What follows belongs to an exercise in optimizing a design on an open flow for small area, a short achievable clock period and few clock cycles per item; a production flow would make more cautious choices. The RTL was checked by simulation tests, not by an equivalence proof against the original design. Power is estimated from default activity; no workload was simulated.

==> flow/run.sh <==
#!/bin/bash
# synth_recipe.tcl (not shown) runs the flow's synth.tcl, then flattens the netlist and writes it again
# the make line also repeats each setting of config.mk as NAME=value (left out here)
make -C /OpenROAD-flow-scripts/flow DESIGN_CONFIG=/design/flow/config.mk WORK_HOME=/design/flow/orfs CLKGATE_MAP_FILE= SYNTH_SCRIPT=/design/flow/synth_recipe.tcl finish
==> flow/config.mk <==
export PLATFORM = sky130hd
export DESIGN_NAME = alu_exec_top
export DESIGN_NICKNAME = alu_exec_top
export VERILOG_FILES = /design/flow/design.v
export SDC_FILE = /design/flow/constraint.sdc
export NUM_CORES = 4
export LEC_CHECK = 0
export ABC_AREA = 1
export CAP_MARGIN = 20
export CELL_PAD_IN_SITES_DETAIL_PLACEMENT = 1
export CELL_PAD_IN_SITES_GLOBAL_PLACEMENT = 2
export CORE_MARGIN = 2
export CORE_UTILIZATION = 40
export CTS_BUF_LIST = sky130_fd_sc_hd__clkbuf_8
export CTS_CLUSTER_DIAMETER = 50
export CTS_CLUSTER_SIZE = 16
export PLACE_DENSITY = 0.6
export SETUP_SLACK_MARGIN = 4
export SLEW_MARGIN = 20
==> flow/constraint.sdc <==
create_clock -name core_clock -period 8.0 [get_ports {in_clk}]
set_input_delay 1.6000 -clock core_clock [delete_from_list [all_inputs] [get_ports {in_clk}]]
set_output_delay 1.6000 -clock core_clock [all_outputs]
set_load 0.01 [all_outputs]
==> flow/design.v <==
package alu_pkg;
  localparam int XLEN       = 32;
  localparam int REG_ADDR_W = 5;
  localparam int NUM_REGS   = 32;
  localparam int                    APB_ADDR_W    = 12;
  localparam logic [APB_ADDR_W-1:0] ADDR_INSTR    = 12'h000;
  localparam logic [APB_ADDR_W-1:0] ADDR_REG_BASE = 12'h080;
  localparam logic [6:0] OPC_OP_IMM = 7'b0010011;
  localparam logic [6:0] OPC_OP     = 7'b0110011;
  localparam logic [6:0] OPC_LUI    = 7'b0110111;
  localparam logic [2:0] F3_ADD_SUB = 3'b000;
  localparam logic [2:0] F3_SLL     = 3'b001;
  localparam logic [2:0] F3_SLT     = 3'b010;
  localparam logic [2:0] F3_SLTU    = 3'b011;
  localparam logic [2:0] F3_XOR     = 3'b100;
  localparam logic [2:0] F3_SR      = 3'b101;
  localparam logic [2:0] F3_OR      = 3'b110;
  localparam logic [2:0] F3_AND     = 3'b111;
  localparam logic [6:0] F7_BASE = 7'b0000000;
  localparam logic [6:0] F7_ALT  = 7'b0100000;
  localparam int CTL_W     = 11;
  localparam int CTL_SUB   = 0;    
  localparam int CTL_ADD   = 1;    
  localparam int CTL_SLT   = 2;    
  localparam int CTL_SLTU  = 3;    
  localparam int CTL_XOR   = 4;    
  localparam int CTL_OR    = 5;    
  localparam int CTL_AND   = 6;    
  localparam int CTL_SLL   = 7;    
  localparam int CTL_SRL   = 8;    
  localparam int CTL_SRA   = 9;    
  localparam int CTL_PASSB = 10;   
endpackage
`timescale 1ns/10ps
module alu_regfile (
  input  logic                           in_clk,
  input  logic                           in_rst,
  input  logic [alu_pkg::REG_ADDR_W-1:0] raddr_i,
  input  logic                           we_i,
  input  logic [alu_pkg::REG_ADDR_W-1:0] waddr_i,
  input  logic [alu_pkg::XLEN-1:0]       wdata_i,
  output logic [alu_pkg::XLEN-1:0]       rdata_o
);
  localparam int N = alu_pkg::NUM_REGS;
  localparam int W = alu_pkg::XLEN;
  logic [W-1:0] regs [1:N-1];
  logic [N-1:1] valid;
  logic [N-1:1] wsel;
  logic [N-1:1] rsel;
  for (genvar i = 1; i < N; i++) begin : g_word
    assign wsel[i] = we_i && (waddr_i == i);
    assign rsel[i] = (raddr_i == i) && valid[i];
    always_ff @(posedge in_clk or negedge in_rst) begin
      if (!in_rst) begin
        valid[i] <= 1'b0;
      end else if (wsel[i]) begin
        valid[i] <= 1'b1;
      end
    end
    always_ff @(posedge in_clk) begin
      if (wsel[i]) begin
        regs[i] <= wdata_i;
      end
    end
  end
  always_comb begin
    rdata_o = '0;
    for (int i = 1; i < N; i++) begin
      rdata_o = rdata_o | ({W{rsel[i]}} & regs[i]);
    end
  end
endmodule
`timescale 1ns/10ps
module alu_decoder (
  input  logic [alu_pkg::XLEN-1:0] instr_i,
  output logic [alu_pkg::CTL_W-1:0] ctl_o,
  output logic                     use_imm_o,
  output logic                     lui_o,
  output logic                     illegal_o
);
  logic [6:0] opcode;
  logic [2:0] funct3;
  logic [6:0] funct7;
  assign opcode = instr_i[6:0];
  assign funct3 = instr_i[14:12];
  assign funct7 = instr_i[31:25];
  always_comb begin
    ctl_o     = '0;
    use_imm_o = 1'b0;
    lui_o     = 1'b0;
    illegal_o = 1'b1;
    case (opcode)
      alu_pkg::OPC_LUI: begin
        ctl_o[alu_pkg::CTL_PASSB] = 1'b1;
        use_imm_o   = 1'b1;
        lui_o       = 1'b1;
        illegal_o   = 1'b0;
      end
      alu_pkg::OPC_OP_IMM: begin
        use_imm_o = 1'b1;
        illegal_o = 1'b0;
        case (funct3)
          alu_pkg::F3_ADD_SUB: ctl_o[alu_pkg::CTL_ADD] = 1'b1;
          alu_pkg::F3_SLT:     begin ctl_o[alu_pkg::CTL_SLT]  = 1'b1; ctl_o[alu_pkg::CTL_SUB] = 1'b1; end
          alu_pkg::F3_SLTU:    begin ctl_o[alu_pkg::CTL_SLTU] = 1'b1; ctl_o[alu_pkg::CTL_SUB] = 1'b1; end
          alu_pkg::F3_XOR:     ctl_o[alu_pkg::CTL_XOR] = 1'b1;
          alu_pkg::F3_OR:      ctl_o[alu_pkg::CTL_OR]  = 1'b1;
          alu_pkg::F3_AND:     ctl_o[alu_pkg::CTL_AND] = 1'b1;
          alu_pkg::F3_SLL: begin
            ctl_o[alu_pkg::CTL_SLL] = 1'b1;
            illegal_o = (funct7 != alu_pkg::F7_BASE);
          end
          default: begin
            if (funct7 == alu_pkg::F7_BASE) begin
              ctl_o[alu_pkg::CTL_SRL] = 1'b1;
            end else if (funct7 == alu_pkg::F7_ALT) begin
              ctl_o[alu_pkg::CTL_SRA] = 1'b1;
            end else begin
              illegal_o = 1'b1;
            end
          end
        endcase
      end
      alu_pkg::OPC_OP: begin
        illegal_o = 1'b0;
        case ({funct7, funct3})
          {alu_pkg::F7_BASE, alu_pkg::F3_ADD_SUB}: ctl_o[alu_pkg::CTL_ADD] = 1'b1;
          {alu_pkg::F7_ALT,  alu_pkg::F3_ADD_SUB}: begin ctl_o[alu_pkg::CTL_ADD]  = 1'b1; ctl_o[alu_pkg::CTL_SUB] = 1'b1; end
          {alu_pkg::F7_BASE, alu_pkg::F3_SLL}:     ctl_o[alu_pkg::CTL_SLL] = 1'b1;
          {alu_pkg::F7_BASE, alu_pkg::F3_SLT}:     begin ctl_o[alu_pkg::CTL_SLT]  = 1'b1; ctl_o[alu_pkg::CTL_SUB] = 1'b1; end
          {alu_pkg::F7_BASE, alu_pkg::F3_SLTU}:    begin ctl_o[alu_pkg::CTL_SLTU] = 1'b1; ctl_o[alu_pkg::CTL_SUB] = 1'b1; end
          default:                                 illegal_o = 1'b1;
        endcase
      end
      default: begin
        illegal_o = 1'b1;
      end
    endcase
  end
endmodule
`timescale 1ns/10ps
module alu_execute (
  input  logic [alu_pkg::CTL_W-1:0] ctl_i,
  input  logic [alu_pkg::XLEN-1:0] opa_i,
  input  logic [alu_pkg::XLEN-1:0] opb_i,
  output logic [alu_pkg::XLEN-1:0] result_o
);
  localparam int W = alu_pkg::XLEN;
  logic [W-1:0] b_inv;
  logic [W:0]   sum;
  logic         ltu;
  logic         lts;
  logic [W-1:0] a_rev;
  logic [W-1:0] sh_in;
  logic [W-1:0] sh_out;
  logic [W-1:0] sh_rev;
  logic         fill;
  assign b_inv = opb_i ^ {W{ctl_i[alu_pkg::CTL_SUB]}};
  assign sum   = {1'b0, opa_i} + {1'b0, b_inv} + {{W{1'b0}}, ctl_i[alu_pkg::CTL_SUB]};
  assign ltu   = ~sum[W];
  assign lts   = (opa_i[W-1] ^ opb_i[W-1]) ? opa_i[W-1] : ltu;
  always_comb begin
    for (int i = 0; i < W; i++) a_rev[i] = opa_i[W-1-i];
  end
  assign sh_in  = ctl_i[alu_pkg::CTL_SLL] ? a_rev : opa_i;
  assign fill   = ctl_i[alu_pkg::CTL_SRA] & opa_i[W-1];
  assign sh_out = W'($signed({fill, sh_in}) >>> opb_i[4:0]);
  always_comb begin
    for (int i = 0; i < W; i++) sh_rev[i] = sh_out[W-1-i];
  end
  assign result_o = ({W{ctl_i[alu_pkg::CTL_ADD]}}               & sum[W-1:0])
                  | ({W{ctl_i[alu_pkg::CTL_SLT]}}               & {{(W-1){1'b0}}, lts})
                  | ({W{ctl_i[alu_pkg::CTL_SLTU]}}              & {{(W-1){1'b0}}, ltu})
                  | ({W{ctl_i[alu_pkg::CTL_XOR]}}              & (opa_i ^ opb_i))
                  | ({W{ctl_i[alu_pkg::CTL_OR]}}               & (opa_i | opb_i))
                  | ({W{ctl_i[alu_pkg::CTL_AND]}}              & (opa_i & opb_i))
                  | ({W{ctl_i[alu_pkg::CTL_SLL]}}               & sh_rev)
                  | ({W{ctl_i[alu_pkg::CTL_SRL] | ctl_i[alu_pkg::CTL_SRA]}}   & sh_out)
                  | ({W{ctl_i[alu_pkg::CTL_PASSB]}}             & opb_i);
endmodule
`timescale 1ns/10ps
module alu_apb_slave (
  input  logic                            in_clk,
  input  logic                            in_rst,
  input  logic [alu_pkg::APB_ADDR_W-1:0]  paddr_i,
  input  logic                            psel_i,
  input  logic                            penable_i,
  input  logic                            pwrite_i,
  input  logic [alu_pkg::XLEN-1:0]        pwdata_i,
  input  logic [alu_pkg::CTL_W-1:0]        ctl_i,
  input  logic                            use_imm_i,
  input  logic                            lui_i,
  input  logic                            illegal_i,
  output logic                            pready_o,
  output logic                            pslverr_o,
  output logic                            access_o,
  output logic [alu_pkg::REG_ADDR_W-1:0]  raddr_s_o,
  output logic [alu_pkg::REG_ADDR_W-1:0]  rs2_o,
  output logic [alu_pkg::REG_ADDR_W-1:0]  wreg_o,
  output logic                            bus_we_o,
  output logic                            alu_go_o,
  output logic [alu_pkg::CTL_W-1:0]        ctl_o,
  output logic                            use_imm_o,
  output logic                            lui_o
);
  logic setup;
  logic instr_hit;
  logic reg_hit;
  logic instr_ok;
  logic access_q;
  logic err_q;
  logic buswr_q;
  logic instr_q;
  assign setup = psel_i & ~penable_i;
  assign instr_hit = (paddr_i == alu_pkg::ADDR_INSTR);
  assign reg_hit   = (paddr_i[alu_pkg::APB_ADDR_W-1:7] == 5'b00001) && (paddr_i[1:0] == 2'b00);
  assign instr_ok  = instr_hit & pwrite_i & ~illegal_i;
  assign raddr_s_o = paddr_i[7] ? paddr_i[6:2] : pwdata_i[19:15];
  always_ff @(posedge in_clk or negedge in_rst) begin
    if (!in_rst) begin
      access_q <= 1'b0;
      alu_go_o <= 1'b0;
    end else begin
      access_q <= setup;
      alu_go_o <= access_q & instr_q;
    end
  end
  always_ff @(posedge in_clk) begin
    if (setup) begin
      err_q     <= ~(instr_ok | reg_hit);
      buswr_q   <= reg_hit & pwrite_i;
      instr_q   <= instr_ok & (pwdata_i[11:7] != '0);
      wreg_o    <= paddr_i[7] ? paddr_i[6:2] : pwdata_i[11:7];
      rs2_o     <= pwdata_i[24:20];
      ctl_o     <= ctl_i;
      use_imm_o <= use_imm_i;
      lui_o     <= lui_i;
    end
  end
  assign access_o  = access_q;
  assign pready_o  = access_q;
  assign pslverr_o = err_q;
  assign bus_we_o  = access_q & buswr_q;
endmodule
`timescale 1ns/10ps
module alu_exec_top (
  input  logic                           in_clk,
  input  logic                           in_rst,
  input  logic [alu_pkg::APB_ADDR_W-1:0] paddr_i,
  input  logic                           psel_i,
  input  logic                           penable_i,
  input  logic                           pwrite_i,
  input  logic [alu_pkg::XLEN-1:0]       pwdata_i,
  output logic [alu_pkg::XLEN-1:0]       prdata_o,
  output logic                           pready_o,
  output logic                           pslverr_o
);
  localparam int W = alu_pkg::XLEN;
  logic [alu_pkg::CTL_W-1:0]       dec_ctl;
  logic                           dec_use_imm;
  logic                           dec_lui;
  logic                           dec_illegal;
  logic [alu_pkg::CTL_W-1:0]       ctl;
  logic                           use_imm;
  logic                           lui;
  logic                           access;
  logic [alu_pkg::REG_ADDR_W-1:0] raddr_s;
  logic [alu_pkg::REG_ADDR_W-1:0] rs2;
  logic [alu_pkg::REG_ADDR_W-1:0] wreg;
  logic [alu_pkg::REG_ADDR_W-1:0] raddr;
  logic                           bus_we;
  logic                           alu_go;
  logic [W-1:0]                   rf_rdata;
  logic [W-1:0]                   port;
  logic [W-1:0]                   imm;
  logic [W-1:0]                   opa_q;
  logic [W-1:0]                   opb_q;
  logic [W-1:0]                   result;
  alu_decoder u_decoder (
    .instr_i   (pwdata_i),
    .ctl_o     (dec_ctl),
    .use_imm_o (dec_use_imm),
    .lui_o     (dec_lui),
    .illegal_o (dec_illegal)
  );
  alu_apb_slave u_apb_slave (
    .in_clk    (in_clk),
    .in_rst    (in_rst),
    .paddr_i   (paddr_i),
    .psel_i    (psel_i),
    .penable_i (penable_i),
    .pwrite_i  (pwrite_i),
    .pwdata_i  (pwdata_i),
    .ctl_i     (dec_ctl),
    .use_imm_i (dec_use_imm),
    .lui_i     (dec_lui),
    .illegal_i (dec_illegal),
    .pready_o  (pready_o),
    .pslverr_o (pslverr_o),
    .access_o  (access),
    .raddr_s_o (raddr_s),
    .rs2_o     (rs2),
    .wreg_o    (wreg),
    .bus_we_o  (bus_we),
    .alu_go_o  (alu_go),
    .ctl_o     (ctl),
    .use_imm_o (use_imm),
    .lui_o     (lui)
  );
  assign raddr = access ? rs2 : raddr_s;
  alu_regfile u_regfile (
    .in_clk  (in_clk),
    .in_rst  (in_rst),
    .raddr_i (raddr),
    .we_i    (alu_go | bus_we),
    .waddr_i (wreg),
    .wdata_i (alu_go ? result : pwdata_i),
    .rdata_o (rf_rdata)
  );
  assign port = (alu_go && raddr == wreg) ? result : rf_rdata;
  assign imm = lui ? {pwdata_i[31:12], 12'b0} : {{(W-12){pwdata_i[31]}}, pwdata_i[31:20]};
  always_ff @(posedge in_clk) begin
    if (!access) begin
      opa_q <= port;
    end
    opb_q <= use_imm ? imm : port;
  end
  assign prdata_o = opa_q;
  alu_execute u_execute (
    .ctl_i    (ctl),
    .opa_i    (opa_q),
    .opb_i    (opb_q),
    .result_o (result)
  );
endmodule
==> results of run 1 <==
worst max-delay path, delay by kind of cell:
| family | cells | cell delay, ps |
|---|---|---|
| buffers and inverters | 6 | 1580 |
| AO/OA/AOI/OAI | 1 | 80 |
| AND/OR/NAND/NOR | 10 | 1280 |
timing repair:
| action | 4_1_cts | 5_1_grt |
|---|---|---|
| setup buffers | 43 | 11 |
| endpoints found under the hold margin | 0 | 0 |
| gates resized for setup | 61 | 66 |
| pin swaps | 14 | 8 |
| cloned | 3 | 0 |
| endpoints found under the setup margin | 426 | 496 |
synth_stat cells (22+ instances only):
cell type | instances | area (µm²)
buf_2 | 90 | 450.4
clkbuf_1 | 90 | 337.8
nand2_1 | 1309 | 4913
ha_1 | 95 | 1189
dfrtp_1 | 33 | 825.8
edfxtp_1 | 1049 | 31500
dfxtp_1 | 32 | 640.6
nand3_1 | 994 | 4975
nor2_1 | 467 | 1753
inv_1 | 251 | 942.2
xor2_1 | 32 | 280.3
a41oi_1 | 28 | 245.2
a21oi_1 | 78 | 390.4
inv_2 | 22 | 82.58
nand4_1 | 75 | 469.2
o21ai_0 | 98 | 490.5
final cells by class:
cell class / instances / area (µm²)
Antenna cell: 6 / 15.01
Tap cell: 1662 / 2079
Clock buffer: 119 / 1638
Inverter: 279 / 1146
Clock inverter: 104 / 1209
Multi-Input combinational cell: 3378 / 17070
Sequential cell: 1114 / 32970
Timing Repair inverter: 1 / 7.507
Timing Repair Buffer: 308 / 2744
Fill cell: 13970 / 68640
logic make-up after synthesis:
logic type,count (synthesis)
compound gates,295
xor+xnor,34
fa+ha+maj,96
buf+inv,509
flops,1114
simple gates,2951
power groups by stage:
| stage | sequential, mW | clock, mW | combinational, mW |
|---|---|---|---|
| floorplan | 6.86 | 0 | 1.61 |
| global placement | 6.99 | 0 | 3.17 |
| detailed placement | 6.99 | 0 | 3.20 |
| CTS | 6.82 | 4.50 | 3.33 |
| global route | 6.83 | 4.70 | 3.61 |
| finish | 6.82 | 4.47 | 3.43 |
layer usage:
metal | part of all wire, % | global-route usage, % | wire (µm) | vias up
met5 | 0.021 | 0 | 53 | -
met4 | 6.6 | 20.95 | 16540 | 8
li1 | - | - | - | 17820
met3 | 7.5 | 5.704 | 18830 | 532
met1 | 40 | 48.76 | 99930 | 21770
met2 | 46 | 61.00 | 115300 | 2049
sequential cells by signal, summed over array words and instances (netlist names):
name	count
opa_q	32
opb_q	32
u_apb_slave.access_q	1
u_apb_slave.alu_go_o	1
u_apb_slave.buswr_q	1
u_apb_slave.ctl_o	11
u_apb_slave.err_q	1
u_apb_slave.instr_q	1
u_apb_slave.rs2_o	5
u_apb_slave.use_imm_o	1
u_apb_slave.wreg_o	5
u_regfile.regs	992
u_regfile.valid	31
worst max path at each step:
| stage | from | slack [ps] | cells past startpoint | end |
|---|---|---|---|---|
| floorplan | u_apb_slave.ctl_o[0] | 4170 | 14 | u_regfile.regs[10][18] |
| CTS | paddr_i[2] | 4000 | 16 | opa_q[28] |
| global route | pwdata_i[18] | 3940 | 19 | opa_q[1] |
| global placement | paddr_i[7] | 2120 | 17 | opa_q[21] |
| detailed placement | paddr_i[7] | 2000 | 17 | opa_q[21] |
| finish | pwdata_i[15] | 4010 | 17 | opa_q[25] |
==> results.txt, run 1 <==
run status=timing/DRC/antenna clean; fin util=46.17%; HPWL Detailed=153800 µm; Reg-to-Reg Start=u_apb_slave.ctl_o[0]; register area share after synthesis=64.17%; R2R depth=14; NumNets Final=5346; post-synthesis sequential element count=1114; achievable frequency=0.2507 GHz; dominant synthesized flop cell=edfxtp_1; P_int=9.438 mW; P_sw=5.284 mW; Die ar.=131300 µm²; xor/xnor share of the synthesized area=0.5796%; leakage=22.84 nW; Gate Count Post-Synth=4999; Final Non-Filler Cells=6971; Reg power frac=46.3%; max-cap viol count=0; Starting Density=40.29%; dpl cells=6685; slowest CP cell=clkdlybuf4s50_1; Compound-Gate Fraction of Synth Area=3.597%; first-pass GRT wire length=340300 µm; hold depth=2; reg2reg setup slack=4200 ps; Hold Crit Endpoint=u_apb_slave.alu_go_o; setup violators final=0; critical path class=in2reg; EDFF count, synth=1049; Tot Pwr=14.72 mW; Cell Area, Synth=51380 µm²; final instance area=58880 µm²; crit-path cells=clkdlybuf4s50_1 -> nand2_1 -> nand2_1 -> o21ai_4 -> buf_12 -> nand2_4 -> nor2_1 -> buf_4 -> nand2_2 -> clkinvlp_4 -> buf_4 -> buf_12 -> nand2_1 -> nand4_1 -> nor2_1 -> nand3_2 -> and2_1; fin worst setup slack=4011 ps; post-route ant nets=0; yosys warns=6; Final Hold Fails=0; DR vias/cell=6.050; CTS Sinks=1114; CP Max Fanout=12; DR DRC count=0; GRT overflow=0; slew margin rel.=21.70%; initial antenna violation count=12; vias in the first global route=40720; GPL Wtd Cong=0.9799; switching share of power=35.89%; clock skew=76.56 ps; Power Density=250.0 nW/µm²; core area=127500 µm²; Pre-antenna DRT Iters=6; unrepaired setup endpoints after global routing=yes; CTS buffer count=119; CP max stage delay=550 ps; Top Ports=83; Die X=362.4 µm; Routed WL=250700 µm; Slew Limit Fails=0; # H-tree levels=3; DR WL/cell=35.96 µm; Reg2Reg Capture Point=u_regfile.regs[26][26]; Worst setup SP type=input pin; Slew @ Worst Pin=1170 ps; post-synthesis mux area share=0%; DR iter-0 viols=5156; Critical Path AT=4570 ps; setup TNS=0 ps; # port buffers=82; Hold WS=450.0 ps; hold-fix buffers at CTS=0; share of cells above drive strength 1=12.33%; Post-Synth Simple-Gate Area=25.05%; Hold Path Class=reg2reg; floorplan row count=131; Clk network pwr share=30.4%; Post-DP Area=55080 µm²; Hold Path Origin=u_apb_slave.instr_q; gr usage total=37.75%; Async SR Flop Fraction=2.962%; via count=42180; Syn Area/Cell=10.28 µm²; combinational family with the most area after synthesis=simple AND/OR/NAND/NOR gates; clock buffer depth=3; synthesis-to-finish area growth=14.60%; minimum clock period=3989 ps; Comb pwr share=23.3%; CTS root buf=clkbuf_8; most common cell after layout, fill and taps aside=nand2_1; chip height=362.4 µm; worst skew pair latency=890 ps; CTS tree=done; Yosys cell types=55; CP Data Required Time=8580 ps; CP most frequent cell=nand2_1; most frequent cells in the layout=nand2_1 (1305), edfxtp_1 (1049), nand3_1 (982); Synth Net Count=5144; period utilisation layout=49.86%; clock-pin slew on the worst setup and hold paths=90 ps; maximum vdd drop=0.1654 mV; largest net degree at the start of global routing=55; pre-CTS WS=2003 ps; adder-cell share of the synthesized area=2.353%; CP Capture Type=flip-flop
Testbench counts, summed over its fixed seeds: cycles 49,008, transfers 24,504.
==> inputs of run 2 (changes only) <==
==> flow/config.mk (replaced) <==
export PLATFORM = sky130hd
export DESIGN_NAME = alu_exec_top
export DESIGN_NICKNAME = alu_exec_top
export VERILOG_FILES = /design/flow/design.v
export SDC_FILE = /design/flow/constraint.sdc
export NUM_CORES = 4
export LEC_CHECK = 0
export CAP_MARGIN = 20
export CELL_PAD_IN_SITES_DETAIL_PLACEMENT = 1
export CELL_PAD_IN_SITES_GLOBAL_PLACEMENT = 2
export CORE_MARGIN = 2
export CORE_UTILIZATION = 60
export CTS_BUF_LIST = sky130_fd_sc_hd__clkbuf_8
export CTS_CLUSTER_DIAMETER = 50
export CTS_CLUSTER_SIZE = 16
export PLACE_DENSITY = 0.7
export SETUP_SLACK_MARGIN = 4
export SLEW_MARGIN = 20
==> results.txt, run 2 <==
run status=did not finish; failing step=global routing; stop err=[ERROR GRT-0232] Routing congestion too high. Check the congestion heatmap in the GUI.; gr usage total=94.63%; register area share after synthesis=67.88% (+3.7 points); pre-CTS WS=678.6 ps (-1324 ps); # H-tree levels=3 (unchanged); CTS buffer count=91 (-24%); yosys warns=6 (unchanged); # port buffers=82 (unchanged); most common cell in the synthesized netlist=edfxtp_1; GPL Wtd Cong=0.9880 (+0.83%); floorplan row count=104 (-21%); CTS Sinks=1114 (unchanged); Yosys cell types=86 (+56%); EDFF count, synth=1049 (unchanged); Starting Density=60.49% (+20 points); Cell Area, Synth=48560 µm² (-5.5%); dominant synthesized flop cell=edfxtp_1; CTS root buf=clkbuf_8; post-synth top area cell=edfxtp_1; GRT overflow=1620; Worst Endpoint after GRT Repair=opb_q[30]$_DFF_P_/D; Syn Area/Cell=14.25 µm² (+39%); largest net degree at the start of global routing=61; Die X=288.5 µm (-20%); Synth Net Count=3554 (-31%); chip height=288.5 µm (-20%); Post-synth top cells=edfxtp_1 (1049), and3_1 (215), nand2_1 (207), a22oi_1 (201), nor2_1 (132); Synth area leaders=edfxtp_1 (65%), a22oi_1 (3.1%), and3_1 (2.8%); Async SR Flop Fraction=2.962% (unchanged); Gate Count Post-Synth=3409 (-32%); HPWL Detailed=131800 µm (-14%); dpl cells=4458 (-33%); Worst EP Category=sequential cell input; Top Ports=83 (unchanged); post-synthesis sequential element count=1114 (unchanged); Synth top area share=64.86% (+3.6 points); clock buffer depth=3 (unchanged)
## run 2: cells by family after synthesis
family,share of synthesized area [%]
flops,67.88
buf+inv,2.821
compound gates,12.67
mux,3.561
xor+xnor,0.9198
simple gates,9.657
fa+ha+maj,2.489
## run 2: through the flow
step           utilization, %  cell area, µm²
4_1_cts                 70.83           56870
3_5_place_dp            63.84           51260
3_3_place_gp            63.78           51210
2_1_floorplan               -           48930
## run 2: power groups by stage
| stage | Sequential (mW) | Clock, mW | Combinational (mW) |
|---|---|---|---|
| after floorplan | 6.88 | 0 | 1.53 |
| after global placement | 7.01 | 0 | 2.59 |
| after detailed placement | 7.03 | 0 | 2.71 |
| after CTS | 6.91 | 3.33 | 3.17 |
## run 2: layer usage
layer | overflow | GRT usage, %
met5 | 29 | 76.14
met4 | 524 | 95.65
met3 | 190 | 89.34
met2 | 737 | 101.2
met1 | 140 | 93.65
## run 2: worst max-delay path by stage
| stage | end | slack (ps) | start |
|---|---|---|---|
| after floorplan | opa_q[9] | 3940 | paddr_i[7] |
| after global placement | opb_q[20] | 1010 | paddr_i[7] |
| after detailed placement | opb_q[20] | 680 | paddr_i[7] |
| after CTS | u_regfile.regs[28][24] | 3800 | u_apb_slave.ctl_o[0] |
## run 2: repair_timing
action	in CTS
resized for setup	450
hold buffers	0
setup buffers	163
pin swaps	114
setup endpoints to repair	1056
gates cloned	25
==> inputs of run 3 (changes only) <==
--- a/flow/config.mk
+++ b/flow/config.mk
@@ -9,10 +9,10 @@
 export CELL_PAD_IN_SITES_DETAIL_PLACEMENT = 1
 export CELL_PAD_IN_SITES_GLOBAL_PLACEMENT = 2
 export CORE_MARGIN = 2
-export CORE_UTILIZATION = 60
+export CORE_UTILIZATION = 40
 export CTS_BUF_LIST = sky130_fd_sc_hd__clkbuf_8
 export CTS_CLUSTER_DIAMETER = 50
 export CTS_CLUSTER_SIZE = 16
-export PLACE_DENSITY = 0.7
+export PLACE_DENSITY = 0.72
 export SETUP_SLACK_MARGIN = 4
 export SLEW_MARGIN = 20
==> results.txt, run 3 <==
CP Capture Type=flip-flop; Post-synth top cells=edfxtp_1 (1049), and3_1 (215), nand2_1 (207), a22oi_1 (201), nor2_1 (132); period utilisation layout=53.00%; Syn Area/Cell=14.25 µm² (unchanged); Reg-to-Reg Start=opa_q[25]; Final Non-Filler Cells=5413; most frequent cells in the layout=edfxtp_1 (1049), buf_4 (221), nand2_1 (206); largest net degree at the start of global routing=57; Hold Path Origin=u_regfile.valid[2]; Top Ports=83 (unchanged); register area share after synthesis=67.88% (unchanged); setup TNS=0 ps; fill count=11790; clock skew=60.67 ps; unrepaired setup endpoints after global routing=yes; clock buffer depth=3 (unchanged); Slew Limit Fails=0; slew margin rel.=20.22%; Die ar.=124200 µm²; CTS tree=done; Synth area leaders=edfxtp_1 (65%), a22oi_1 (3.1%), and3_1 (2.8%); first-pass GRT wire length=297300 µm; CTS buffer count=104 (+14%); chip height=352.4 µm (+22%); HPWL Detailed=129000 µm (-2.2%); GRT overflow=0; pre-CTS WS=1360 ps (+681.5 ps); CP Data Required Time=8630 ps; hold-fix buffers at CTS=0 (unchanged); Hold WS=480.7 ps; Gate Count Post-Synth=3409 (unchanged); CTS Sinks=1114 (unchanged); Routed WL=221800 µm; dpl cells=5022 (+13%); Hold Path Class=reg2reg; DR WL/cell=40.98 µm; Slew @ Worst Pin=1184 ps; Pre-antenna DRT Iters=9; most common cell after layout, fill and taps aside=edfxtp_1; reg2reg setup slack=4000 ps; Worst setup SP type=input pin; setup violators final=0; CP Max Fanout=5; clock-pin slew on the worst setup and hold paths=100 ps; Final Hold Fails=0; run status=timing/DRC/antenna clean; NumNets Final=3862; via count=36610; DR iter-0 viols=5912; share of cells above drive strength 1=24.93%; Async SR Flop Fraction=2.962% (unchanged); fin worst setup slack=3760 ps; EDFF count, synth=1049 (unchanged); Synth Net Count=3554 (unchanged); DR DRC count=0; # H-tree levels=3 (unchanged); footprint of the multi-input gates=16440 µm²; Reg area=32970 µm²; post-route ant nets=0; DR vias/cell=6.764; Reg2Reg Capture Point=u_regfile.regs[11][7]; max FFs per register=992; worst skew pair latency=820 ps; initial antenna violation count=9; CTS root buf=clkbuf_8; critical path class=in2reg; Starting Density=40.43% (-20 points); maximum vdd drop=0.1165 mV; GPL Wtd Cong=0.9625 (-2.6%); yosys warns=6 (unchanged); synthesis-to-finish area growth=20.45%; largest registers=u_regfile.regs x992, opa_q x32, opb_q x32; # port buffers=82 (unchanged); Hold Crit Endpoint=u_regfile.valid[2]; leakage=20.69 nW; post-synth top area cell=edfxtp_1; most common cell in the synthesized netlist=edfxtp_1; fin util=48.69%; minimum clock period=4240 ps; dominant synthesized flop cell=edfxtp_1; Cell Area, Synth=48560 µm² (unchanged); floorplan row count=127 (+22%); gr usage total=34.25%; hold depth=1; achievable frequency=0.2359 GHz; post-synthesis sequential element count=1114 (unchanged); Biggest register=u_regfile.regs; R2R depth=7; Power Density=239.0 nW/µm²; vias in the first global route=36190; Die X=352.4 µm (+22%); Yosys cell types=86 (unchanged); max-cap viol count=0; Synth top area share=64.86% (unchanged); Critical Path AT=4870 ps; core area=120100 µm²
run 3: cell counts after synthesis:
Identical to the previous run, type by type.
run 3: critical path, cell delays in order:
cell and delay, ps:
buf_12 110, buf_12 140, mux2_4 220, o21ai_4 120, buf_6 170, buf_6 120
and3_4 170, buf_6 140, and2_4 170, buf_12 130, a222oi_1 880, nand4_1 310
nor3_2 270, mux2i_1 160, a2bb2oi_1 160
run 3: metal layers:
| layer | GRT usage [%] | vias up | wire, µm |
|---|---|---|---|
| li1 | - | 14240 | - |
| met1 | 42.91 | 18830 | 77230 |
| met2 | 55.33 | 2860 | 102000 |
| met3 | 6.241 | 686 | 25770 |
| met4 | 20.85 | 2 | 16820 |
| met5 | 0 | - | 13 |
run 3: how the worst max path moves through the flow:
stage / start / endpoint / slack (ps) / cells past startpoint
2_1_floorplan: paddr_i[7] / opa_q[9] / 3940 / 13
3_3_place_gp: paddr_i[7] / opb_q[19] / 1320 / 12
3_5_place_dp: paddr_i[7] / opb_q[21] / 1360 / 12
4_1_cts: paddr_i[7] / opb_q[21] / 3920 / 14
5_1_grt: paddr_i[7] / opb_q[16] / 3840 / 15
6_report: paddr_i[7] / opb_q[16] / 3760 / 15
run 3: metrics by stage:
stage	total power [mW]	cell area, µm²
after floorplan	8.409	48930
after global placement	9.665	52010
after detailed placement	9.746	52050
after CTS	13.75	57100
after global routing	14.33	58480
final	13.98	58500
run 3: repair_timing:
item                                    4_1_cts  5_1_grt
gates cloned                                 19       11
buffers inserted                            123       48
pin swaps                                    77       70
resized for setup                           320      146
endpoints found under the setup margin     1056      862
run 3: kinds of logic after synthesis:
kind of cell	synth area share, %
buf+inv	2.821
simple gates	9.657
fa+ha+maj	2.489
flops	67.88
compound gates	12.67
mux	3.561
xor+xnor	0.9198
run 3: area by class of cell:
class	count	share of cell area (%)
diodes	7	0.02995
clock buffers	107	2.518
clock inverters	76	1.341
inverters	87	0.5583
multi-input cells	1998	28.11
flip-flops and latches	1114	56.36
well taps	1612	3.448
repair buffers	412	7.632
run 3: power breakdown:
part	switching (mW)	internal, mW
clock	2.20	1.62
combinational	2.12	1.17
sequential	0.251	6.62
total	4.58	9.40
==> inputs of run 4 (changes only) <==
--- a/flow/config.mk
+++ b/flow/config.mk
@@ -9,10 +9,10 @@
 export CELL_PAD_IN_SITES_DETAIL_PLACEMENT = 1
 export CELL_PAD_IN_SITES_GLOBAL_PLACEMENT = 2
 export CORE_MARGIN = 2
-export CORE_UTILIZATION = 40
+export CORE_UTILIZATION = 47
 export CTS_BUF_LIST = sky130_fd_sc_hd__clkbuf_8
 export CTS_CLUSTER_DIAMETER = 50
 export CTS_CLUSTER_SIZE = 16
-export PLACE_DENSITY = 0.72
+export PLACE_DENSITY = 0.65
 export SETUP_SLACK_MARGIN = 4
 export SLEW_MARGIN = 20
==> results.txt, run 4 <==
run status=timing/DRC/antenna clean; Reg-to-Reg Start=opa_q[31]; EDFF count, synth=1049 (unchanged); setup TNS=0 ps (unchanged); GRT overflow=0 (unchanged); Die ar.=105900 µm² (-15%); hold-fix buffers at CTS=0 (unchanged); Worst setup SP type=flip-flop; Syn Area/Cell=14.25 µm² (unchanged); CTS root buf=clkbuf_8; share of cells above drive strength 1=22.11% (-2.8 points); Hold Path Class=reg2reg; vias in the first global route=35740 (-1.3%); Pre-antenna DRT Iters=7 (-2); max-cap viol count=0 (unchanged); Hold Path Origin=u_regfile.valid[9]; achievable frequency=0.2446 GHz (+3.7%); DR iter-0 viols=6345 (+7.3%); pre-CTS WS=1114 ps (-246.3 ps); chip height=325.4 µm (-7.7%); CTS tree=done; Synth area leaders=edfxtp_1 (65%), a22oi_1 (3.1%), and3_1 (2.8%); yosys warns=6 (unchanged); largest net degree at the start of global routing=48 (-16%); core area=102200 µm² (-15%); Routed WL=222600 µm (+0.33%); Final Hold Fails=0 (unchanged); DR WL/cell=43.73 µm (+6.7%); Gate Count Post-Synth=3409 (unchanged); largest registers=u_regfile.regs x992, opa_q x32, opb_q x32; Slew @ Worst Pin=1193 ps (+8.437 ps); synthesis-to-finish area growth=16.63%; maximum vdd drop=0.1882 mV (+62%); post-route ant nets=0 (unchanged); Yosys cell types=86 (unchanged); initial antenna violation count=15 (+6); post-synthesis sequential element count=1114 (unchanged); Hold Crit Endpoint=u_regfile.valid[9]; gr usage total=41.22% (+7.0 points); Slew Limit Fails=0 (unchanged); Final Non-Filler Cells=5089 (-6.0%); Post-synth top cells=edfxtp_1 (1049), and3_1 (215), nand2_1 (207), a22oi_1 (201), nor2_1 (132); most common cell after layout, fill and taps aside=edfxtp_1; most common cell in the synthesized netlist=edfxtp_1; Async SR Flop Fraction=2.962% (unchanged); NumNets Final=3777 (-2.2%); reg2reg setup slack=3910 ps (-90 ps); floorplan row count=117 (-7.9%); most frequent cells in the layout=edfxtp_1 (1049), nand2_1 (207), and3_1 (198); HPWL Detailed=134100 µm (+4.0%); Die X=325.4 µm (-7.7%); dominant synthesized flop cell=edfxtp_1; CP Max Fanout=16 (+11); via count=36550 (-0.16%); hold depth=1 (unchanged); Starting Density=47.53% (+7.1 points); GPL Wtd Cong=0.9647 (+0.23%); # port buffers=82 (unchanged); Cell Area, Synth=48560 µm² (unchanged); leakage=19.86 nW (-4.0%); critical path class=reg2reg; Synth Net Count=3554 (unchanged); Top Ports=83 (unchanged); unrepaired setup endpoints after global routing=yes; post-synth top area cell=edfxtp_1; max FFs per register=992 (unchanged); clock buffer depth=3 (unchanged); minimum clock period=4089 ps (-151.0 ps); DR vias/cell=7.183 (+6.2%); CTS Sinks=1114 (unchanged); clock-pin slew on the worst setup and hold paths=90 ps (about the same); CP Data Required Time=8530 ps (-100 ps); Critical Path AT=4620 ps (-250 ps); Reg2Reg Capture Point=u_regfile.regs[5][26]; # H-tree levels=3 (unchanged); Synth top area share=64.86% (unchanged); R2R depth=10 (+3); first-pass GRT wire length=299700 µm (+0.80%); CP Capture Type=flip-flop; dpl cells=4773 (-5.0%); Power Density=245.2 nW/µm² (+2.6%); DR DRC count=0 (unchanged); slew margin rel.=20.49% (+0.27 points); clock skew=64.67 ps (+4.001 ps); register area share after synthesis=67.88% (unchanged); setup violators final=0 (unchanged); period utilisation layout=51.11% (-1.9 points); Biggest register=u_regfile.regs; worst skew pair latency=810 ps (about the same); fin worst setup slack=3911 ps (+151.0 ps); fill count=9829 (-17%); CTS buffer count=102 (-1.9%)
## run 4: cell counts after synthesis
Identical to the previous run, type by type.
## run 4: where the power goes
part / switching, mW / total (mW) / internal (mW)
combinational: 2.21 / 3.32 / 1.11
sequential: 0.229 / 6.85 / 6.62
clock: 2.14 / 3.72 / 1.58
## run 4: how the worst max path moves through the flow
stage | start | end | slack, ps | depth (start not counted)
after floorplan | paddr_i[7] | opa_q[9] | 3940 | 13
after global placement | paddr_i[7] | opa_q[26] | 1240 | 11
after detailed placement | paddr_i[7] | opa_q[20] | 1110 | 11
after CTS | paddr_i[3] | opa_q[23] | 3990 | 12
after global routing | u_apb_slave.ctl_o[0] | u_regfile.regs[30][27] | 3910 | 13
final | opa_q[31] | u_regfile.regs[5][26] | 3910 | 10
## run 4: layer usage
| layer | share of wire [%] | global-route usage [%] |
|---|---|---|
| met1 | 36 | 53.14 |
| met4 | 6.8 | 23.42 |
| met3 | 12 | 9.635 |
| met2 | 45 | 64.29 |
| met5 | 0.027 | 0 |
## run 4: area by class of cell
class / instances / area [µm²] / share of cell area (%)
diodes: 7 / 17.52 / 0.03093
clock buffers: 107 / 1473 / 2.600
clock inverters: 79 / 759.5 / 1.341
inverters: 87 / 330.3 / 0.5832
multi-input cells: 2002 / 16150 / 28.51
flip-flops and latches: 1114 / 32980 / 58.23
well taps: 1368 / 1712 / 3.022
repair buffers: 325 / 3216 / 5.678
## run 4: through the flow
step	cell area, µm²	util [%]	total power, mW	hold slack [ps]
detailed placement	51720	50.61	9.823	447.2
global route	56630	55.42	14.21	491.2
finish	56640	55.43	13.89	471.3
global placement	51650	50.55	9.755	443.2
floorplan	48930	-	8.409	430.2
CTS	55810	54.62	13.69	467.3
## run 4: worst max-delay path, cell delays in order (launching register included)
cell and delay (ps):
edfxtp_1 660, mux4_2 620, mux2_2 300, mux2i_1 440
o21ai_0 310, a221oi_1 490, o21ai_0 300, nor3_4 280
buf_12 160, a21oi_4 70, buf_12 210
## run 4: what timing repair did
action | CTS | global route
pin swaps | 49 | 32
gates cloned | 13 | 4
setup buffers | 73 | 33
gates resized for setup | 269 | 103
setup endpoints to repair | 1059 | 717
## run 4: cells by family (layout without fill, tap and decap cells)
logic type / after synthesis / in the layout / synth area share, %
and+or+nand+nor: 902 / 906 / 9.657
AOI/OAI and AO/OA: 815 / 827 / 12.67
adders and majority gates: 96 / 96 / 2.489
xor gates and xnor gates: 51 / 51 / 0.9198
other: 0 / 7 / 0
DFF: 1114 / 1114 / 67.88
muxes: 121 / 122 / 3.561
buffers and inverters: 310 / 598 / 2.821
==> inputs of run 5 (changes only) <==
--- a/flow/config.mk
+++ b/flow/config.mk
@@ -16,3 +16,4 @@
 export PLACE_DENSITY = 0.65
 export SETUP_SLACK_MARGIN = 4
 export SLEW_MARGIN = 20
+export TNS_END_PERCENT = 20
==> results.txt, run 5 <==
Post-DP Area=51680 µm² (about the same); floorplan row count=117 (unchanged); period utilisation layout=52.39% (+1.3 points); Final Hold Fails=0 (unchanged); vias in the first global route=35970 (+0.65%); share of cells above drive strength 1=21.28% (-0.83 points); EDFF count, synth=1049 (unchanged); largest net degree at the start of global routing=44 (-8.3%); synthesis-to-finish area growth=15.89%; unrepaired setup endpoints after global routing=yes; Synth area leaders=edfxtp_1 (65%), a22oi_1 (3.1%), and3_1 (2.8%); via count=36120 (-1.2%); post-synth top area cell=edfxtp_1; Synth Net Count=3554 (unchanged); yosys warns=6 (unchanged); fill count=9691 (-1.4%); slowest CP cell=a2111oi_0; max-cap viol count=0 (unchanged); NumNets Final=3766 (-0.29%); minimum clock period=4191 ps (+102.7 ps); crit path buf inv count=2 (unchanged); CP max stage delay=930 ps (+270 ps); fin util=55.08% (-0.35 points); Tot Pwr=13.66 mW (-1.6%); CTS Sinks=1114 (unchanged); core area=102200 µm² (unchanged); chip height=325.4 µm (unchanged); Hold WS=463.3 ps (-7.931 ps); setup violators final=0 (unchanged); most common cell after layout, fill and taps aside=edfxtp_1; maximum vdd drop=0.2175 mV (+16%); Slew @ Worst Pin=1186 ps (-6.743 ps); Async SR Flop Fraction=2.962% (unchanged); clock skew=53.58 ps (-11.09 ps); initial antenna violation count=19 (+4); most common cell in the synthesized netlist=edfxtp_1; achievable frequency=0.2386 GHz (-2.4%); HPWL Detailed=133000 µm (-0.83%); Largest delay share family, worst path=compound AO/OA/AOI/OAI gates; final instance area=56280 µm² (-0.63%); CTS root buf=clkbuf_8; leakage=19.73 nW (-0.66%); # H-tree levels=3 (unchanged); CP Max Fanout=39 (+23); Post-synth top cells=edfxtp_1 (1049), and3_1 (215), nand2_1 (207), a22oi_1 (201), nor2_1 (132); largest registers=u_regfile.regs x992, opa_q x32, opb_q x32; # port buffers=82 (unchanged); R2R depth=9 (-1); setup TNS=0 ps (unchanged); CP Capture Type=flip-flop; gr usage total=40.63% (-0.59 points); Yosys cell types=86 (unchanged); most frequent cells in the layout=edfxtp_1 (1049), nand2_1 (206), and3_1 (199); GPL Wtd Cong=1.010 (+4.6%); Syn Area/Cell=14.25 µm² (unchanged); post-route ant nets=0 (unchanged); Gate Count Post-Synth=3409 (unchanged); Worst setup SP type=input pin; Slew Limit Fails=0 (unchanged); GRT overflow=0 (unchanged); CTS tree=done; Power Density=242.8 nW/µm² (-1.0%); DR vias/cell=7.136 (-0.65%); clock buffer depth=3 (unchanged); Crit. path cell count=11 (+1); Die ar.=105900 µm² (unchanged); slew margin rel.=20.11% (-0.39 points); Starting Density=47.53% (unchanged); crit-path cells=clkdlybuf4s15_2 -> mux2_4 -> o21ai_4 -> nor3_2 -> buf_8 -> and2_4 -> a2111oi_0 -> nand4_1 -> or3_4 -> o31a_1 -> mux2_2; Pre-antenna DRT Iters=8 (+1); CTS buffer count=97 (-4.9%); Critical Path AT=4870 ps (+250 ps); post-synthesis sequential element count=1114 (unchanged); Cell Area, Synth=48560 µm² (unchanged); critical path class=in2reg; hold depth=1 (unchanged); Top Ports=83 (unchanged); Biggest register=u_regfile.regs; max FFs per register=992 (unchanged); first-pass GRT wire length=297200 µm (-0.83%); Hold Path Class=reg2reg; DR DRC count=0 (unchanged); CP Data Required Time=8680 ps (+150 ps); dominant synthesized flop cell=edfxtp_1; register area share after synthesis=67.88% (unchanged); DR WL/cell=43.22 µm (-1.2%); Synth top area share=64.86% (unchanged); Routed WL=218700 µm (-1.7%); worst skew pair latency=790 ps (-20 ps); Die X=325.4 µm (unchanged); run status=timing/DRC/antenna clean; DR iter-0 viols=5290 (-17%); clock-pin slew on the worst setup and hold paths=100 ps (about the same)
## run 5: cell types whose count changed in the layout (fill, tap and decap cells not counted), sizes merged, moves of 3 or more
cell | before | now
clkdlybuf4s15 | 0 | 5
inv | 113 | 116
clkbuf | 112 | 101
diode | 7 | 4
clkinvlp | 17 | 14
buf | 250 | 246
clkinv | 28 | 17
## run 5: final cells by class
| class | instances | area, µm² | area share, % |
|---|---|---|---|
| clock buffers | 100 | 1376 | 2.445 |
| multi-input cells | 1997 | 16050 | 28.51 |
| diodes | 4 | 10.01 | 0.01778 |
| flip-flops and latches | 1114 | 32970 | 58.59 |
| repair buffers | 324 | 3213 | 5.709 |
| well taps | 1368 | 1712 | 3.041 |
| clock inverters | 67 | 619.3 | 1.100 |
| inverters | 87 | 330.3 | 0.5869 |
## run 5: per-layer routing
metal / GRT usage [%] / part of all wire [%] / vias to the layer above
met5: 0 / 0.048 / -
met4: 23.29 / 7.0 / 14
met3: 8.757 / 11 / 596
met2: 65.50 / 46 / 2818
met1: 50.89 / 35 / 18650
li1: - / - / 14040
## run 5: stage by stage
| stage | worst slack [ps] | std cells |
|---|---|---|
| 2_1_floorplan | 3823 | 3409 |
| 3_5_place_dp | 918.9 | 4788 |
| 4_1_cts | 3827 | 5037 |
| 6_report | 3809 | 5061 |
| 5_1_grt | 3858 | 5059 |
| 3_3_place_gp | 1015 | 4786 |
## run 5: timing repair
action,CTS,global route
endpoints found under the setup margin,1057,1023
cloned,11,3
resized for setup,314,85
pin swaps,58,23
hold buffers,0,0
buffers inserted,71,17
## run 5: cell families (layout without fill, tap and decap cells)
| kind of cell | count (synthesis) | in the layout | synth area share [%] |
|---|---|---|---|
| buf+inv | 310 | 578 | 2.821 |
| xor+xnor | 51 | 51 | 0.9198 |
| compound gates | 815 | 823 | 12.67 |
| fa+ha+maj | 96 | 96 | 2.489 |
| other cells | 0 | 4 | 0 |
| flops | 1114 | 1114 | 67.88 |
| simple gates | 902 | 904 | 9.657 |
| mux | 121 | 123 | 3.561 |
## run 5: worst paths after layout
path | startpoint | end | slack [ps]
worst max-delay path | paddr_i[3] | opb_q[31] | 3810
worst min-delay path | u_apb_slave.instr_q | u_apb_slave.alu_go_o | 460
worst max register to register | opa_q[5] | u_regfile.regs[3][8] | 3830
worst min register to register | u_apb_slave.instr_q | u_apb_slave.alu_go_o | 460
max in group asynchronous | in_rst | u_apb_slave.access_q | 6450
min in group asynchronous | in_rst | u_regfile.valid[3] | 900
## run 5: power breakdown
group / switching (mW) / internal, mW
Combinational: 2.15 / 1.11
Sequential: 0.286 / 6.62
Clock: 2.06 / 1.45
Total: 4.49 / 9.17
==> inputs of run 6 (changes only) <==
==> flow/flow/run.sh (new file) <==
#!/bin/bash
# The standard layout, with the resizer free to change a cell's footprint
# (the platform's config.mk restricts it to same-size swaps otherwise)
set -euo pipefail
bash standard.sh MATCH_CELL_FOOTPRINT=0 finish > make_finish.log 2>&1
==> flow/standard.sh (new file) <==
#!/bin/bash
# synth_recipe.tcl (not shown) runs the flow's synth.tcl, then flattens the netlist and writes it again
# the make line also repeats each setting of config.mk as NAME=value (left out here)
make -C /OpenROAD-flow-scripts/flow DESIGN_CONFIG=/design/flow/config.mk WORK_HOME=/design/flow/orfs CLKGATE_MAP_FILE= SYNTH_SCRIPT=/design/flow/synth_recipe.tcl "${@:-finish}"
--- a/flow/config.mk
+++ b/flow/config.mk
@@ -9,11 +9,10 @@
 export CELL_PAD_IN_SITES_DETAIL_PLACEMENT = 1
 export CELL_PAD_IN_SITES_GLOBAL_PLACEMENT = 2
 export CORE_MARGIN = 2
-export CORE_UTILIZATION = 47
+export CORE_UTILIZATION = 40
 export CTS_BUF_LIST = sky130_fd_sc_hd__clkbuf_8
 export CTS_CLUSTER_DIAMETER = 50
 export CTS_CLUSTER_SIZE = 16
-export PLACE_DENSITY = 0.65
+export PLACE_DENSITY = 0.6
 export SETUP_SLACK_MARGIN = 4
 export SLEW_MARGIN = 20
-export TNS_END_PERCENT = 20
removed: flow/run.sh
==> results.txt, run 6 <==
Async SR Flop Fraction=2.962% (unchanged); clock skew=110.2 ps (+56.62 ps); setup TNS=0 ps (unchanged); GPL Wtd Cong=0.9566 (-5.2%); first-pass GRT wire length=310100 µm (+4.3%); leakage=20.65 nW (+4.7%); initial antenna violation count=16 (-3); final instance area=58410 µm² (+3.8%); unrepaired setup endpoints after global routing=yes; Worst setup SP type=input pin; clock buffer depth=3 (unchanged); GRT overflow=0 (unchanged); DR WL/cell=43.36 µm (+0.32%); yosys warns=6 (unchanged); Pre-antenna DRT Iters=8 (unchanged); Final Non-Filler Cells=5433 (+7.4%); CP Capture Type=flip-flop; dpl cells=5044 (+5.3%); crit-path cells=buf_16 -> buf_6 -> mux2_4 -> o21ai_4 -> nor3_4 -> clkbuf_16 -> and2_4 -> buf_6 -> a22oi_2 -> nand4_1 -> or3_4 -> mux2_4; xor/xnor share of the synthesized area=0.9198% (unchanged); Slew @ Worst Pin=1049 ps (-137.3 ps); Post-Synth Simple-Gate Area=9.657% (unchanged); Compound-Gate Fraction of Synth Area=12.67% (unchanged); Biggest register=u_regfile.regs; core area=120100 µm² (+18%); Hold WS=475.9 ps (+12.56 ps); via count=35950 (-0.45%); Starting Density=40.43% (-7.1 points); most common cell after layout, fill and taps aside=edfxtp_1; CTS Sinks=1114 (unchanged); slowest CP cell=or3_4; register area share after synthesis=67.88% (unchanged); run status=timing/DRC/antenna clean; most frequent cells in the layout=edfxtp_1 (1049), buf_4 (227), nand2_1 (207); Hold Path Class=reg2reg; hold-fix buffers at CTS=0 (unchanged); minimum clock period=4104 ps (-87.18 ps); gr usage total=36.44% (-4.2 points); critical path class=in2reg; floorplan row count=127 (+8.5%); max-cap viol count=0 (unchanged); CTS tree=done; CTS buffer count=114 (+18%); maximum vdd drop=0.2097 mV (-3.6%); largest registers=u_regfile.regs x992, opa_q x32, opb_q x32; fin util=48.62% (-6.5 points); CP Max Fanout=8 (-79%); clock-pin slew on the worst setup and hold paths=80 ps (-20 ps); vias in the first global route=35430 (-1.5%); worst skew pair latency=930 ps (+140 ps); Die ar.=124200 µm² (+17%); setup violators final=0 (unchanged); Routed WL=235600 µm (+7.7%); Syn Area/Cell=14.25 µm² (unchanged); NumNets Final=3862 (+2.5%); Gate Count Post-Synth=3409 (unchanged); Post-DP Area=52240 µm² (+1.1%); # H-tree levels=3 (unchanged); pre-CTS WS=670.1 ps (-248.8 ps); synthesis-to-finish area growth=20.28%; post-synthesis sequential element count=1114 (unchanged); DR DRC count=0 (unchanged); largest net degree at the start of global routing=49 (+11%); Final Hold Fails=0 (unchanged); Tot Pwr=14.64 mW (+7.2%); max FFs per register=992 (unchanged); DR iter-0 viols=5381 (+1.7%); Post-synth top cells=edfxtp_1 (1049), and3_1 (215), nand2_1 (207), a22oi_1 (201), nor2_1 (132); post-route ant nets=0 (unchanged); Synth Net Count=3554 (unchanged); achievable frequency=0.2437 GHz (+2.1%); dominant synthesized flop cell=edfxtp_1; post-synthesis mux area share=3.561% (unchanged); adder-cell share of the synthesized area=2.489% (unchanged); Synth area leaders=edfxtp_1 (65%), a22oi_1 (3.1%), and3_1 (2.8%); Yosys cell types=86 (unchanged); combinational family with the most area after synthesis=compound AO/OA/AOI/OAI gates; share of cells above drive strength 1=24.46% (+3.2 points); Synth top area share=64.86% (unchanged); most common cell in the synthesized netlist=edfxtp_1; Top Ports=83 (unchanged); CP Data Required Time=8580 ps (-100 ps); # port buffers=82 (unchanged); slew margin rel.=30.10% (+10 points); EDFF count, synth=1049 (unchanged); CTS root buf=clkbuf_8; period utilisation layout=51.30% (-1.1 points); fin worst setup slack=3896 ps (+87.18 ps); chip height=352.4 µm (+8.3%); Die X=352.4 µm (+8.3%); HPWL Detailed=140000 µm (+5.2%); Slew Limit Fails=0 (unchanged); Cell Area, Synth=48560 µm² (unchanged); Power Density=250.7 nW/µm² (+3.3%); DR vias/cell=6.618 (-7.3%); Critical Path AT=4690 ps (-180 ps); CP max stage delay=600 ps (-330 ps); post-synth top area cell=edfxtp_1
-- run 6: cell types whose count changed in the layout (fill, tap and decap cells not counted), moves of 10 or more --
| cell | before | now |
|---|---|---|
| buf_4 | 177 | 227 |
| nor3_2 | 14 | 4 |
| buf_6 | 23 | 36 |
| clkbuf_8 | 100 | 114 |
| bufinv_16 | 7 | 21 |
| a2111oi_0 | 24 | 14 |
| a21oi_2 | 24 | 35 |
| a22oi_1 | 197 | 187 |
| a22oi_2 | 4 | 14 |
-- run 6: final timing paths --
| check | cells past startpoint | start | to | slack, ps |
|---|---|---|---|---|
| setup reg to reg | 9 | opa_q[31] | u_regfile.regs[1][30] | 4000 |
| max in group asynchronous | 1 | in_rst | u_apb_slave.alu_go_o | 6580 |
| hold / removal | 1 | u_regfile.valid[6] | u_regfile.valid[6] | 480 |
| setup / recovery | 12 | paddr_i[7] | opa_q[15] | 3900 |
| min in group asynchronous | 1 | in_rst | u_regfile.valid[3] | 800 |
| hold reg to reg | 1 | u_regfile.valid[6] | u_regfile.valid[6] | 480 |
-- run 6: kinds of logic after synthesis --
| family | count (synthesis) |
|---|---|
| AO/OA/AOI/OAI | 815 |
| XOR/XNOR | 51 |
| adder cells (fa/ha/maj) | 96 |
| buffers and inverters | 310 |
| flip-flops | 1114 |
| multiplexers | 121 |
| AND/OR/NAND/NOR | 902 |
-- run 6: routing by layer --
metal	share of wire (%)	track usage (%)	up-vias
met3	8.8	6.091	458
li1	-	-	14280
met2	46	58.22	2047
met1	40	49.43	19160
met5	0.023	0	-
met4	5.0	15.16	8
-- run 6: where the power goes --
group | internal [mW] | switching, mW | leakage (nW)
clock network | 2.11 | 2.33 | 1.42
logic | 1.17 | 2.22 | 9.11
registers | 6.62 | 0.198 | 10.1
-- run 6: cell type report --
type	count	area, µm²
Fill cell	11720	61720
Sequential cell	1114	32970
Multi-Input combinational cell	2001	16280
Timing Repair Buffer	399	4001
Tap cell	1612	2017
Clock buffer	114	1569
Clock inverter	100	1226
Inverter	87	330.3
Antenna cell	6	15.01
-- run 6: critical path, delay by kind of cell --
family	cells	cell delay (ps)
simple gates	4	1410
buf+inv	4	590
mux	2	590
compound gates	2	450
-- run 6: what timing repair did --
item                        CTS  global route
cloned                       16             7
pin swaps                    58            62
setup endpoints to repair  1061           908
buffers inserted             92            53
resized for setup           252           159
==> inputs of run 7 (changes only) <==
==> flow/flow/run.sh (replaced) <==
#!/bin/bash
# The standard layout with extra ORFS settings on make's command line
set -euo pipefail
bash standard.sh 'BUFFER_PORTS_ARGS=-buffer_cell sky130_fd_sc_hd__buf_4' finish > make_finish.log 2>&1
==> results.txt, run 7 <==
final instance area=58060 µm² (-0.61%); Final Hold Fails=0 (unchanged); Starting Density=40.43% (unchanged); DR iter-0 viols=5413 (+0.59%); Cell Area, Synth=48560 µm² (unchanged); setup violators final=0 (unchanged); yosys warns=6 (unchanged); NumNets Final=3859 (-0.078%); chip height=352.4 µm (unchanged); maximum vdd drop=0.1611 mV (-23%); Slew @ Worst Pin=1212 ps (+163.8 ps); worst skew pair latency=850 ps (-80 ps); via count=36510 (+1.5%); clock buffer depth=3 (unchanged); post-synthesis sequential element count=1114 (unchanged); Pre-antenna DRT Iters=6 (-2); GRT overflow=0 (unchanged); DR DRC count=0 (unchanged); CP Max Fanout=32 (+24); CP Capture Type=flip-flop; Synth Net Count=3554 (unchanged); post-synth top area cell=edfxtp_1; largest registers=u_regfile.regs x992, opa_q x32, opb_q x32; HPWL Detailed=139400 µm (-0.43%); CTS root buf=clkbuf_8; register area share after synthesis=67.88% (unchanged); Critical Path AT=4800 ps (+110 ps); Synth top area share=64.86% (unchanged); minimum clock period=4140 ps (+36.19 ps); Post-synth top cells=edfxtp_1 (1049), and3_1 (215), nand2_1 (207), a22oi_1 (201), nor2_1 (132); Reg area=32970 µm² (unchanged); Yosys cell types=86 (unchanged); met3 routed WL=22320 µm (+7.8%); gr usage total=36.71% (+0.27 points); Gate Count Post-Synth=3409 (unchanged); Die X=352.4 µm (unchanged); Synth area leaders=edfxtp_1 (65%), a22oi_1 (3.1%), and3_1 (2.8%); initial antenna violation count=25 (+9); core area=120100 µm² (unchanged); EDFF count, synth=1049 (unchanged); crit path buf inv count=4 (unchanged); DR vias/cell=6.725 (+1.6%); WL met1=91100 µm (-3.3%); Syn Area/Cell=14.25 µm² (unchanged); share of cells above drive strength 1=26.10% (+1.6 points); run status=timing/DRC/antenna clean; most frequent cells in the layout=edfxtp_1 (1049), buf_4 (301), nand2_1 (207); most common cell in the synthesized netlist=edfxtp_1; metal2 WL=111800 µm (+2.7%); fin worst setup slack=3860 ps (-36.19 ps); GPL Wtd Cong=0.9748 (+1.9%); Largest delay share family, worst path=compound AO/OA/AOI/OAI gates; period utilisation layout=51.76% (+0.45 points); first-pass GRT wire length=312200 µm (+0.65%); crit-path cells=buf_16 -> buf_8 -> mux2i_4 -> o21ai_4 -> buf_6 -> nor4_2 -> and3_2 -> buf_12 -> a222oi_1 -> nand2_1 -> or3_4 -> mux2_4 -> a2bb2oi_2; # H-tree levels=3 (unchanged); pre-CTS WS=1728 ps (+1058 ps); clock skew=62.57 ps (-47.62 ps); Crit. path cell count=13 (+1); hold depth=1 (unchanged); # port buffers=82 (unchanged); leakage=20.67 nW (about the same); R2R depth=8 (-1); Power Density=247.7 nW/µm² (-1.2%); dominant synthesized flop cell=edfxtp_1; max FFs per register=992 (unchanged); CTS buffer count=109 (-4.4%); slew margin rel.=18.88% (-11 points); CTS tree=done; achievable frequency=0.2415 GHz (-0.87%); critical path class=in2reg; DR WL/cell=43.66 µm (+0.69%); CP max stage delay=720 ps (+120 ps); fill count=11800 (+0.73%); Post-DP Area=51970 µm² (-0.51%); post-route ant nets=0 (unchanged); footprint of the multi-input gates=16220 µm² (-0.37%); vias in the first global route=35380 (-0.14%); Async SR Flop Fraction=2.962% (unchanged); Die ar.=124200 µm² (unchanged); Biggest register=u_regfile.regs; Hold Path Class=reg2reg; synthesis-to-finish area growth=19.55%; CTS Sinks=1114 (unchanged); floorplan row count=127 (unchanged); Top Ports=83 (unchanged); slowest CP cell=a222oi_1; unrepaired setup endpoints after global routing=yes; largest net degree at the start of global routing=54 (+10%); clock-pin slew on the worst setup and hold paths=90 ps (about the same); Highest Signal Layer=met5; setup TNS=0 ps (unchanged); max-cap viol count=0 (unchanged); CP Data Required Time=8660 ps (+80 ps); Slew Limit Fails=0 (unchanged); most common cell after layout, fill and taps aside=edfxtp_1; Worst setup SP type=input pin; Routed WL=237000 µm (+0.61%)
## run 7: final cells by class
type	instances	share of cell area [%]
multi-input cells	2001	27.94
diodes	13	0.05603
well taps	1612	3.474
inverters	87	0.5646
clock buffers	112	2.655
repair buffers	401	6.720
flip-flops and latches	1114	56.79
clock inverters	89	1.799
## run 7: per-layer routing
metal  track usage (%)  up-vias
met3             6.184      508
met1             48.54    19460
met4             14.81       10
met2             60.26     2257
met5                 0        -
li1                  -    14280
## run 7: cells by family (layout without fill, tap and decap cells)
logic type / count (synthesis) / in the layout / synth area share, %
XOR/XNOR: 51 / 51 / 0.9198
other: 0 / 13 / 0
flip-flops: 1114 / 1114 / 67.88
AO/OA/AOI/OAI: 815 / 821 / 12.67
AND/OR/NAND/NOR: 902 / 909 / 9.657
multiplexers: 121 / 124 / 3.561
adder cells (fa/ha/maj): 96 / 96 / 2.489
buffers and inverters: 310 / 689 / 2.821
## run 7: final timing paths
kind                                startpoint              endpoint  slack, ps
setup / recovery                    paddr_i[7]             opb_q[23]       3860
hold / removal             u_regfile.valid[25]   u_regfile.valid[25]        470
setup reg to reg                      opa_q[3]  u_regfile.regs[6][4]       3990
hold reg to reg            u_regfile.valid[25]   u_regfile.valid[25]        470
max in group asynchronous               in_rst  u_apb_slave.access_q       6930
min in group asynchronous               in_rst   u_regfile.valid[27]        710
## run 7: report_power, final
group / internal, mW / switching, mW
clock: 1.89 / 2.31
sequential: 6.62 / 0.223
combinational: 1.13 / 2.21
## run 7: worst reg2reg max path, stage by stage, from the launching register on
cell	delay [ps]
edfxtp_1	750
mux4_2	680
mux2i_2	460
mux2_2	280
o21ai_0	220
a221o_1	480
a21oi_1	390
a21oi_2	110
buf_4	300
## run 7: timing repair
action / in CTS / in global routing
setup buffers: 101 / 53
gates cloned: 18 / 10
hold buffers: 0 / 0
gates resized for setup: 250 / 135
setup endpoints to repair: 1056 / 812
pin swaps: 56 / 61
## run 7: per-stage QoR
stage / hold slack, ps / std cells / total power, mW / utilization [%]
after floorplan: 430.2 / 3409 / 8.409 / -
after global placement: 442.6 / 5028 / 9.736 / 43.21
after detailed placement: 446.7 / 5033 / 9.784 / 43.26
after CTS: 468.3 / 5353 / 14.19 / 47.34
after global routing: 494.6 / 5422 / 14.74 / 48.31
final: 472.0 / 5429 / 14.38 / 48.33

## static timing again, ports no longer ideal
In the flow no input, the clock included, has a driving cell. The finished layouts below were timed again as built, in two steps.
Step 1, drivers: a clkbuf_16 drives in_clk and a buf_2 each remaining input, both assumed.
Step 2 moves the port delays by t, midway between the first and last clock arrival at a register: inputs arrive t later, outputs are due t later. That takes back most of the time a late clock gives input paths.
Slacks: ideal / step 1 / step 2; pairs: ideal / step 1.
run	t, ns	setup WS [ns]	slew at the worst register clock pin (ns)	worst data-port slew with drivers (ns)
run 1	0.931	4.011 / 3.959 / 3.132	0.11 / 0.11	0.04
run 3	0.857	3.760 / 3.778 / 2.922	0.11 / 0.11	0.14
run 4	0.848	3.911 / 3.911 / 3.108	0.11 / 0.11	0.07
run 5	0.825	3.809 / 3.817 / 2.992	0.11 / 0.11	0.09
run 6	0.946	3.896 / 3.894 / 2.948	0.11 / 0.11	0.08
run 7	0.896	3.860 / 3.874 / 2.978	0.11 / 0.11	0.09
After both steps setup and hold are still met in every run listed. For run 6, which loses most, drivers alone change the setup slack by -0.002 ns; drivers and shift together by -0.948 ns.
